What follows belongs to an exercise in optimizing a design on an open flow for small area, a short achievable clock period and few clock cycles; a production flow would make more cautious choices. At most, simulation tests tie the RTL to the original design; equivalence was not proved. Power and IR drop assume default switching activity.

== v6 ==
// source_text_tokenizer_top
module source_text_tokenizer_top (
  input  logic        clk_i,
  input  logic        rst_ni,
  input  logic        in_valid,
  output logic        in_ready,
  input  logic [7:0]  in_text_byte,
  input  logic        in_end_of_text,
  output logic        out_valid,
  input  logic        out_ready,
  output logic [5:0]  out_kind,
  output logic [23:0] out_start_offset,
  output logic [15:0] out_token_length,
  output logic [15:0] out_token_line,
  output logic [15:0] out_token_col,
  output logic [7:0]  out_string_byte,
  output logic        out_last
);
  logic       hv_q, sv_q;
  logic [7:0] hb_q, sb_q;
  logic       he_q, se_q;
  logic       take, go, done;
  assign in_ready = !sv_q;
  assign take = in_valid && !sv_q;
  assign go = hv_q && (!out_valid || out_ready);
  stt_core u_core (
    .clk_i, .rst_ni, .go_i(go), .out_ready_i(out_ready),
    .text_byte_i(hb_q), .end_of_text_i(he_q), .done_o(done),
    .out_valid_o(out_valid), .out_kind_o(out_kind), .out_off_o(out_start_offset),
    .out_len_o(out_token_length), .out_line_o(out_token_line), .out_col_o(out_token_col),
  ...
Size in the first run: about 200 flip-flops, about 12000 um2 of cells after synthesis.
clock: 9.0 ns
lec_check: 0
cap_margin: 20
core_margin: 2
core_utilization: 60
place_density: 0.7
slew_margin: 20
standard.sh (not shown) runs the stock make flow with config.mk's settings and CLKGATE_MAP_FILE= SYNTH_SCRIPT=/design/flow/synth_recipe.tcl, a recipe that flattens the netlist after the stock synthesis.
==> flow/flow/run.sh <==
#!/bin/bash
set -euo pipefail
export BUFFER_PORTS_ARGS="-buffer_cell sky130_fd_sc_hd__buf_1"
export CTS_ARGS="-sink_clustering_enable -repair_clock_nets -dont_use_dummy_load -buf_list sky130_fd_sc_hd__clkbuf_8 -sink_buffer_max_cap_derate 0.6"
export SETUP_SLACK_MARGIN=5.5
bash standard.sh > standard_flow.log 2>&1
> inputs changed (v6 -> v7)
--- a/flow/design.v
+++ b/flow/design.v
@@ -79,22 +79,54 @@
     case (k)
       0, 7, 8, 15:            l = 3;
       1, 4, 6, 14, 16, 17:    l = 5;
       2, 9, 10:               l = 2;
       3, 5, 11, 12:           l = 4;
       13, 18:                 l = 6;
       19:                     l = 8;
       default:                l = 0;
     endcase
     kw_len = l;
   endfunction
+  function automatic logic [23:0] sat_inc24(input logic [23:0] x, input logic en);
+    logic [5:0] g;
+    logic [23:0] r;
+    logic bc, c;
+    for (int k = 0; k < 6; k++) g[k] = &x[4*k +: 4];
+    bc = en && !(&g);
+    for (int k = 0; k < 6; k++) begin
+      c = bc;
+      for (int j = 0; j < 4; j++) begin
+        r[4*k+j] = x[4*k+j] ^ c;
+        c = c & x[4*k+j];
+      end
+      bc = bc & g[k];
+    end
+    sat_inc24 = r;
+  endfunction
+  function automatic logic [15:0] sat_inc16(input logic [15:0] x, input logic en);
+    logic [3:0] g;
+    logic [15:0] r;
+    logic bc, c;
+    for (int k = 0; k < 4; k++) g[k] = &x[4*k +: 4];
+    bc = en && !(&g);
+    for (int k = 0; k < 4; k++) begin
+      c = bc;
+      for (int j = 0; j < 4; j++) begin
+        r[4*k+j] = x[4*k+j] ^ c;
+        c = c & x[4*k+j];
+      end
+      bc = bc & g[k];
+    end
+    sat_inc16 = r;
+  endfunction
 endpackage
 module stt_kw_match (
   input  logic [7:0]  c_i,        
   input  logic [15:0] len_i,      
   input  logic        open_i,     
   input  logic [stt_pkg::NumKw-1:0] mask_i,
   output logic [stt_pkg::NumKw-1:0] mask_o,
   output logic [5:0]  kind_o      
 );
   logic short_len;
   assign short_len = len_i[15:3] == 13'd0;
@@ -198,42 +230,26 @@
       "{":     single_kind = stt_pkg::KLBrace;
       "}":     single_kind = stt_pkg::KRBrace;
       ";":     single_kind = stt_pkg::KSemi;
       ",":     single_kind = stt_pkg::KComma;
       ".":     single_kind = stt_pkg::KDot;
       "+":     single_kind = stt_pkg::KPlus;
       "-":     single_kind = stt_pkg::KMinus;
       "*":     single_kind = stt_pkg::KStar;
       default: begin single_kind = stt_pkg::KBadChar; is_single = 1'b0; end
     endcase
   end
-  logic [15:0] len_inc2;
-  always_comb begin
-    logic c;
-    c = len_q != stt_pkg::LenMax;
-    for (int i = 0; i < 16; i++) begin len_inc[i] = len_q[i] ^ c; c = c & len_q[i]; end
-    c = 1'b1;
-    len_inc2[0] = len_q[0];
-    for (int i = 1; i < 16; i++) begin len_inc2[i] = len_q[i] ^ c; c = c & len_q[i]; end
-    if (len_q[15:1] == 15'h7FFF) len_inc2 = stt_pkg::LenMax;
-  end
-  always_comb begin
-    logic c;
-    c = adv_q && off_q != stt_pkg::OffMax;
-    for (int i = 0; i < 24; i++) begin cur_off[i] = off_q[i] ^ c; c = c & off_q[i]; end
-    c = adv_q && lastlf_q && line_q != stt_pkg::PosMax;
-    for (int i = 0; i < 16; i++) begin cur_line[i] = line_q[i] ^ c; c = c & line_q[i]; end
-    c = adv_q && col_q != stt_pkg::PosMax;
-    for (int i = 0; i < 16; i++) begin cur_col[i] = col_q[i] ^ c; c = c & col_q[i]; end
-    if (adv_q && lastlf_q) cur_col = 16'd1;
-  end
+  assign len_inc = (len_q != stt_pkg::LenMax) ? len_q + 16'd1 : len_q;
+  assign cur_off  = stt_pkg::sat_inc24(off_q, adv_q);
+  assign cur_line = stt_pkg::sat_inc16(line_q, adv_q && lastlf_q);
+  assign cur_col  = (adv_q && lastlf_q) ? 16'd1 : stt_pkg::sat_inc16(col_q, adv_q);
   stt_kw_match u_kw (
     .c_i(c), .len_i(len_q), .open_i(kw_open), .mask_i(kwm_q), .mask_o(kwm_d), .kind_o(kw_kind)
   );
   always_comb begin
     fall_res = 1'b1;
     fall_kind = single_kind;
     fall_len = 2'd1;
     if (eot) begin
       fall_kind = stt_pkg::KEnd; fall_len = 2'd0;
     end else if (is_blank || is_open || is_hold) begin
       fall_res = 1'b0;
@@ -277,23 +293,23 @@
       stt_pkg::MIdent: begin
         if (!eot && (is_alpha || is_digit)) begin
           len_d = len_inc;
         end else begin
           close_res = 1'b1; close_kind = kw_kind; close_len = LRun;
           mode_d = stt_pkg::MIdle; fall = 1'b1;
         end
       end
       stt_pkg::MNumber, stt_pkg::MFraction: begin
         if (pend_q == stt_pkg::PDot) begin
           if (!eot && is_digit) begin
-            len_d = len_inc2;
+            len_d = (len_q < 16'hFFFE) ? len_q + 16'd2 : stt_pkg::LenMax;
             mode_d = stt_pkg::MFraction; pend_d = stt_pkg::PNone;
           end else begin
             close_res = 1'b1; close_kind = stt_pkg::KNumber; close_len = LRun;
             mode_d = stt_pkg::MIdle; pend_d = stt_pkg::PDot; split = 1'b1; more = 1'b1;
           end
         end else if (!eot && is_digit) begin
           len_d = len_inc;
         end else if (!eot && is_dot && mode_q == stt_pkg::MNumber) begin
           pend_d = stt_pkg::PDot; hold_op = 1'b1;
         end else begin
           close_res = 1'b1; close_kind = stt_pkg::KNumber; close_len = LRun;
[summary]
v7 vs. v6: worst path setup slack after routing climbed 1.89 ns; non-clock buffer instance count of the final layout shrank by 63; global-route wire length before repair increased 1.4%. For the combinational share of power, v7 came in 2.6 points higher than v6 did. Maximum frequency: lower on v6.
No functional check of the RTL was part of any run of this note.


## delta
Another version of the RTL of source_text_tokenizer_top (not shown whole).
For scale: roughly 1400 cells after synthesis, ~100 I/O pins, about 13000 sq um of cells after synthesis.
Settings: LEC_CHECK=0, CAP_MARGIN=20, CORE_MARGIN=2, CORE_UTILIZATION=60, PLACE_DENSITY=0.7, SLEW_MARGIN=20; clock period 9.0 ns.
Scripts as last shown in full above: flow/flow/run.sh
delta ended with every stage complete and zero timing, DRC or antenna violations.
Edits applied to the flow inputs when going from delta to sierra:
diff --git a/flow/design.v b/flow/design.v
--- a/flow/design.v
+++ b/flow/design.v
@@ -200,23 +200,24 @@
       ";":     single_kind = stt_pkg::KSemi;
       ",":     single_kind = stt_pkg::KComma;
       ".":     single_kind = stt_pkg::KDot;
       "+":     single_kind = stt_pkg::KPlus;
       "-":     single_kind = stt_pkg::KMinus;
       "*":     single_kind = stt_pkg::KStar;
       default: begin single_kind = stt_pkg::KBadChar; is_single = 1'b0; end
     endcase
   end
   assign len_inc = (len_q != stt_pkg::LenMax) ? len_q + 16'd1 : len_q;
-  assign cur_off  = !adv_q ? 24'd0 : (off_q != stt_pkg::OffMax) ? off_q + 24'd1 : off_q;
-  assign cur_line = !adv_q ? 16'd1 : (lastlf_q && line_q != stt_pkg::PosMax) ? line_q + 16'd1 : line_q;
-  assign cur_col  = !adv_q || lastlf_q ? 16'd1 : (col_q != stt_pkg::PosMax) ? col_q + 16'd1 : col_q;
+  assign cur_off  = (adv_q && off_q != stt_pkg::OffMax) ? off_q + 24'd1 : off_q;
+  assign cur_line = (adv_q && lastlf_q && line_q != stt_pkg::PosMax) ? line_q + 16'd1 : line_q;
+  assign cur_col  = (adv_q && lastlf_q) ? 16'd1 :
+                    (adv_q && col_q != stt_pkg::PosMax) ? col_q + 16'd1 : col_q;
   stt_kw_match u_kw (
     .c_i(c), .len_i(len_q), .open_i(kw_open), .mask_i(kwm_q), .mask_o(kwm_d), .kind_o(kw_kind)
   );
   always_comb begin
     fall_res = 1'b1;
     fall_kind = single_kind;
     fall_len = 2'd1;
     if (eot) begin
       fall_kind = stt_pkg::KEnd; fall_len = 2'd0;
     end else if (is_blank || is_open || is_hold) begin
@@ -342,49 +343,46 @@
     if (halt_q) begin
       mode_d = mode_q; pend_d = pend_q; halt_d = halt_q; len_d = len_q;
       close_res = 1'b0; fall = 1'b0; split = 1'b0; open_run = 1'b0; hold_op = 1'b0;
     end
   end
   assign done_o = !split;
   assign emit = close_res || (fall && fall_res);
   assign advance = done_o && !eot && !halt_d && mode_q != stt_pkg::MEnded;
   logic [1:0]  pos_sel;
   assign pos_sel = close_res ? close_pos : stt_pkg::PosCur;
-  logic p_load, p_from_last;
-  assign p_load = (emit && pos_sel != stt_pkg::PosRun) || (open_run && !emit) || ppend_q;
-  assign p_from_last = ppend_q || (mode_q == stt_pkg::MIdle && pend_q != stt_pkg::PNone);
   always_ff @(posedge clk_i or negedge rst_ni) begin
     if (!rst_ni) begin
       mode_q <= stt_pkg::MIdle; pend_q <= stt_pkg::PNone; halt_q <= 1'b0;
-      adv_q <= 1'b0;
+      off_q <= '0; line_q <= 16'd1; col_q <= 16'd1; adv_q <= 1'b0;
       ov_q <= 1'b0; ppend_q <= 1'b0;
     end else begin
       if (go_i) ppend_q <= open_run && emit;
       if (go_i) begin
         mode_q <= mode_d; pend_q <= pend_d; halt_q <= halt_d;
-        if (advance) adv_q <= 1'b1;
+        if (advance) begin
+          off_q <= cur_off; line_q <= cur_line; col_q <= cur_col; adv_q <= 1'b1;
+        end
       end
       if (go_i) ov_q <= emit;
       else if (out_ready_i) ov_q <= 1'b0;
     end
   end
   always_ff @(posedge clk_i) begin
     if (go_i) begin
       len_q <= len_d;
       kwm_q <= kwm_d;
-      if (advance) begin
-        off_q <= cur_off; line_q <= cur_line; col_q <= cur_col; lastlf_q <= is_lf;
-      end
-      if (p_load) begin
-        p_off_q  <= p_from_last ? off_q  : cur_off;
-        p_line_q <= p_from_last ? line_q : cur_line;
-        p_col_q  <= p_from_last ? col_q  : cur_col;
+      if (advance) lastlf_q <= is_lf;
+      if (emit && pos_sel == stt_pkg::PosCur || open_run && !emit) begin
+        p_off_q <= cur_off; p_line_q <= cur_line; p_col_q <= cur_col;
+      end else if (emit && pos_sel == stt_pkg::PosOp || ppend_q) begin
+        p_off_q <= off_q; p_line_q <= line_q; p_col_q <= col_q;
       end
       if (emit) begin
         kind_q <= close_res ? close_kind : fall_kind;
         lsel_q <= close_res ? close_len : fall_len;
         sb_q <= sb;
         last_q <= !more;
       end
     end
   end
   assign out_valid_o = ov_q;
## What came out
The run showing the smaller multi-input combinational cell area is sierra.
Between delta and sierra, the clock insertion delay at the later pin of the skew report does not differ in any meaningful way.
[sierra] part of the total power dissipated in sequential elements rose 3.1 points relative to delta
Summary — total number of multi-input combinational cells, sierra relative to delta: lower, by 52.
Comparing clock network power share for sierra and delta, the bigger number came from sierra.
sierra — final cycle utilization of the critical path 0.35 points lower, delta as reference
sierra: total met2 wirelength after detailed routing lower than delta
Compared with delta, sierra shows number of global-route vias before repair that has gone down slightly.
Comparing sierra and delta, the higher weighted congestion at the end of routability-driven global placement is on delta.
Vertical die dimension in sierra is 2.7 um lower than in delta
Testbench counts of sierra, summed over its fixed seeds: cycles 24,327.
For delta, only the layout was checked, not whether the RTL still works.


source_text_tokenizer_top, a different RTL version from the one above (not shown whole).
For scale: roughly 1,300 cells after synthesis, roughly 200 flip-flops, about 100 I/O pins, about 12,000 um2 of cells after synthesis.
export LEC_CHECK = 0
export CAP_MARGIN = 20
export CORE_MARGIN = 2
export CORE_UTILIZATION = 60
export PLACE_DENSITY = 0.7
export SLEW_MARGIN = 20
create_clock -name core_clock -period 9.0 [get_ports {clk_i}]
Scripts as last shown in full above: flow/flow/run.sh
The first run completed without violations.
Testbench counts at the start, summed over its fixed seeds: cycles 24,327.
Rerun with:
--- a/flow/design.v
+++ b/flow/design.v
@@ -204,16 +204,22 @@
       "-":     single_kind = stt_pkg::KMinus;
       "*":     single_kind = stt_pkg::KStar;
       default: begin single_kind = stt_pkg::KBadChar; is_single = 1'b0; end
     endcase
   end
   assign len_inc = (len_q != stt_pkg::LenMax) ? len_q + 16'd1 : len_q;
-  assign cur_off  = (adv_q && off_q != stt_pkg::OffMax) ? off_q + 24'd1 : off_q;
-  assign cur_line = (adv_q && lastlf_q && line_q != stt_pkg::PosMax) ? line_q + 16'd1 : line_q;
-  assign cur_col  = (adv_q && lastlf_q) ? 16'd1 :
-                    (adv_q && col_q != stt_pkg::PosMax) ? col_q + 16'd1 : col_q;
+  always_comb begin
+    logic c;
+    c = adv_q && off_q != stt_pkg::OffMax;
+    for (int i = 0; i < 24; i++) begin cur_off[i] = off_q[i] ^ c; c = c & off_q[i]; end
+    c = adv_q && lastlf_q && line_q != stt_pkg::PosMax;
+    for (int i = 0; i < 16; i++) begin cur_line[i] = line_q[i] ^ c; c = c & line_q[i]; end
+    c = adv_q && col_q != stt_pkg::PosMax;
+    for (int i = 0; i < 16; i++) begin cur_col[i] = col_q[i] ^ c; c = c & col_q[i]; end
+    if (adv_q && lastlf_q) cur_col = 16'd1;
+  end
   stt_kw_match u_kw (
     .c_i(c), .len_i(len_q), .open_i(kw_open), .mask_i(kwm_q), .mask_o(kwm_d), .kind_o(kw_kind)
   );
   always_comb begin
     fall_res = 1'b1;
     fall_kind = single_kind;
What happened:
- The changed run passed the timing, design-rule and antenna checks
- total power rises by 19%
- global-route usage rises by 2.9 points
- worst hold slack is better by 0.029 ns
- via count rises by 5.2%
- setup slack is worse by 1.9 ns
- routed wire length rises by 17%
- final area rises by 19%
For the second run of this note, only the layout was checked, not whether the RTL still works.


Another version of the RTL of source_text_tokenizer_top (not shown whole).
Size: ~1300 cells after synthesis.
Design source_text_tokenizer_top, start of the top module:
module source_text_tokenizer_top (
  input  logic        clk_i,
  input  logic        rst_ni,
  input  logic        in_valid,
  output logic        in_ready,
  input  logic [7:0]  in_text_byte,
  input  logic        in_end_of_text,
  output logic        out_valid,
  input  logic        out_ready,
  output logic [5:0]  out_kind,
  output logic [23:0] out_start_offset,
  output logic [15:0] out_token_length,
  output logic [15:0] out_token_line,
  output logic [15:0] out_token_col,
  output logic [7:0]  out_string_byte,
  output logic        out_last
);
clock: 9.0 ns
lec_check: 0
cap_margin: 20
core_margin: 2
core_utilization: 60
place_density: 0.7
slew_margin: 20
Scripts as last shown in full above: flow/flow/run.sh
Next try:
--- a/flow/design.v
+++ b/flow/design.v
@@ -146,29 +146,28 @@
   logic [23:0] off_q;                
   logic [15:0] line_q, col_q;
   logic        adv_q;                
   logic        lastlf_q;             
   logic [23:0] cur_off;              
   logic [15:0] cur_line, cur_col;
   logic [23:0] p_off_q;              
   logic [15:0] p_line_q, p_col_q;
   logic [15:0] len_q, len_d;
   logic        ppend_q;                     
   logic [stt_pkg::NumKw-1:0] kwm_q, kwm_d;
   logic        ov_q;
-  logic        strb_q;               
-  logic [7:0]  data_q;               
+  logic [5:0]  kind_q;
+  logic [7:0]  sb_q;
   logic        last_q;
-  logic [5:0]  res_kind;
-  logic [1:0]  res_lsel;
+  logic [1:0]  lsel_q;
   logic [7:0]  c;
   logic        eot;
   logic        is_alpha, is_digit, is_blank, is_lf, is_quote, is_bslash, is_dot, is_eq;
   logic        is_slash, is_bang, is_lt, is_gt, is_hold, is_open;
   logic [5:0]  single_kind;
   logic        is_single;
   logic [15:0] len_inc;
   logic [5:0]  kw_kind;
   logic        kw_open;
   logic        close_res, fall, fall_res, split;
   logic [5:0]  close_kind, fall_kind;
   logic [1:0]  close_pos;
@@ -349,63 +348,61 @@
   assign done_o = !split;
   assign emit = close_res || (fall && fall_res);
   assign advance = done_o && !eot && !halt_d && mode_q != stt_pkg::MEnded;
   logic [1:0]  pos_sel;
   assign pos_sel = close_res ? close_pos : stt_pkg::PosCur;
   logic p_load, p_from_last;
   assign p_load = (emit && pos_sel != stt_pkg::PosRun) || (open_run && !emit) || ppend_q;
   assign p_from_last = ppend_q || (mode_q == stt_pkg::MIdle && pend_q != stt_pkg::PNone);
   always_ff @(posedge clk_i or negedge rst_ni) begin
     if (!rst_ni) begin
       mode_q <= stt_pkg::MIdle; pend_q <= stt_pkg::PNone; halt_q <= 1'b0;
       off_q <= '0; line_q <= 16'd1; col_q <= 16'd1; adv_q <= 1'b0;
-      ov_q <= 1'b0; ppend_q <= 1'b0;
+      ov_q <= 1'b0; ppend_q <= 1'b0; len_q <= '0;
     end else begin
       if (go_i) ppend_q <= open_run && emit;
       if (go_i) begin
-        mode_q <= mode_d; pend_q <= pend_d; halt_q <= halt_d;
+        mode_q <= mode_d; pend_q <= pend_d; halt_q <= halt_d; len_q <= len_d;
         if (advance) begin
           off_q <= cur_off; line_q <= cur_line; col_q <= cur_col; adv_q <= 1'b1;
         end
       end
       if (go_i) ov_q <= emit;
       else if (out_ready_i) ov_q <= 1'b0;
     end
   end
   always_ff @(posedge clk_i) begin
     if (go_i) begin
-      len_q <= len_d;
       kwm_q <= kwm_d;
       if (advance) lastlf_q <= is_lf;
       if (p_load) begin
         p_off_q  <= p_from_last ? off_q  : cur_off;
         p_line_q <= p_from_last ? line_q : cur_line;
         p_col_q  <= p_from_last ? col_q  : cur_col;
       end
       if (emit) begin
-        strb_q <= res_kind == stt_pkg::KStrByte;
-        data_q <= (res_kind == stt_pkg::KStrByte) ? sb : {res_lsel, res_kind};
+        kind_q <= close_res ? close_kind : fall_kind;
+        lsel_q <= close_res ? close_len : fall_len;
+        sb_q <= sb;
         last_q <= !more;
       end
     end
   end
   assign out_valid_o = ov_q;
-  assign res_kind = close_res ? close_kind : fall_kind;
-  assign res_lsel = close_res ? close_len : fall_len;
-  assign out_kind_o  = strb_q ? stt_pkg::KStrByte : data_q[5:0];
+  assign out_kind_o  = kind_q;
   assign out_off_o   = p_off_q;
   assign out_line_o  = p_line_q;
   assign out_col_o   = p_col_q;
-  assign out_len_o   = strb_q ? 16'd0 : (data_q[7:6] == LRun) ? len_q : {14'd0, data_q[7:6]};
-  assign out_sb_o    = strb_q ? data_q : 8'd0;
+  assign out_len_o   = (lsel_q == LRun) ? len_q : {14'd0, lsel_q};
+  assign out_sb_o    = sb_q;
   assign out_last_o  = last_q;
 endmodule
 module source_text_tokenizer_top (
   input  logic        clk_i,
   input  logic        rst_ni,
   input  logic        in_valid,
   output logic        in_ready,
   input  logic [7:0]  in_text_byte,
   input  logic        in_end_of_text,
   output logic        out_valid,
   input  logic        out_ready,
   output logic [5:0]  out_kind,
Result: Wire length rose by 4.6%; final cell count rose by 0.95%; worst setup slack is better by 0.022 ns; non-clock buffer count rose by 13; sequential share of layout area fell by 0.37 points.
No run of this note included a check of the RTL's function; only the layout flow was run.

## static timing again, ports no longer ideal
The flow's constraints put no driver on any port. The routed layouts listed below were extracted and timed again, unchanged, in two steps. Step 1 sets driving cells, clkbuf_16 on the clock port and buf_2 on the other inputs (assumed; they add their load-dependent delay and slew). Step 2 moves the port delays by t, midway between the first and last clock arrival at a register: inputs arrive t later, outputs are due t later. That takes back most of the time a late clock gives input paths. a / b / c = ideal / step 1 / step 2; a / b = the first two.
run	t (ns)	slack for setup (ns)	clock arrival spread, ns	slew at the worst register clock pin (ns)
v6	0.518	3.634 / 3.634 / 3.634	0.049 / 0.049	0.12 / 0.12
v7	0.504	5.527 / 5.509 / 5.005	0.046 / 0.047	0.12 / 0.12
delta	0.503	5.518 / 5.518 / 5.151	0.034 / 0.034	0.11 / 0.11
sierra	0.518	5.550 / 5.550 / 5.192	0.051 / 0.050	0.12 / 0.12
the first run of note 3	0.496	5.563 / 5.575 / 5.081	0.049 / 0.049	0.12 / 0.12
the second run of note 3	0.510	3.622 / 3.622 / 3.622	0.053 / 0.053	0.12 / 0.12
the first run of note 4	0.503	5.464 / 5.464 / 5.026	0.042 / 0.042	0.12 / 0.12
the second run of note 4	0.509	5.485 / 5.483 / 5.074	0.042 / 0.042	0.11 / 0.11
After both steps setup and hold are still met in every run listed. For v7, which loses most, drivers alone change the setup slack by -0.018 ns; drivers and shift together by -0.522 ns.
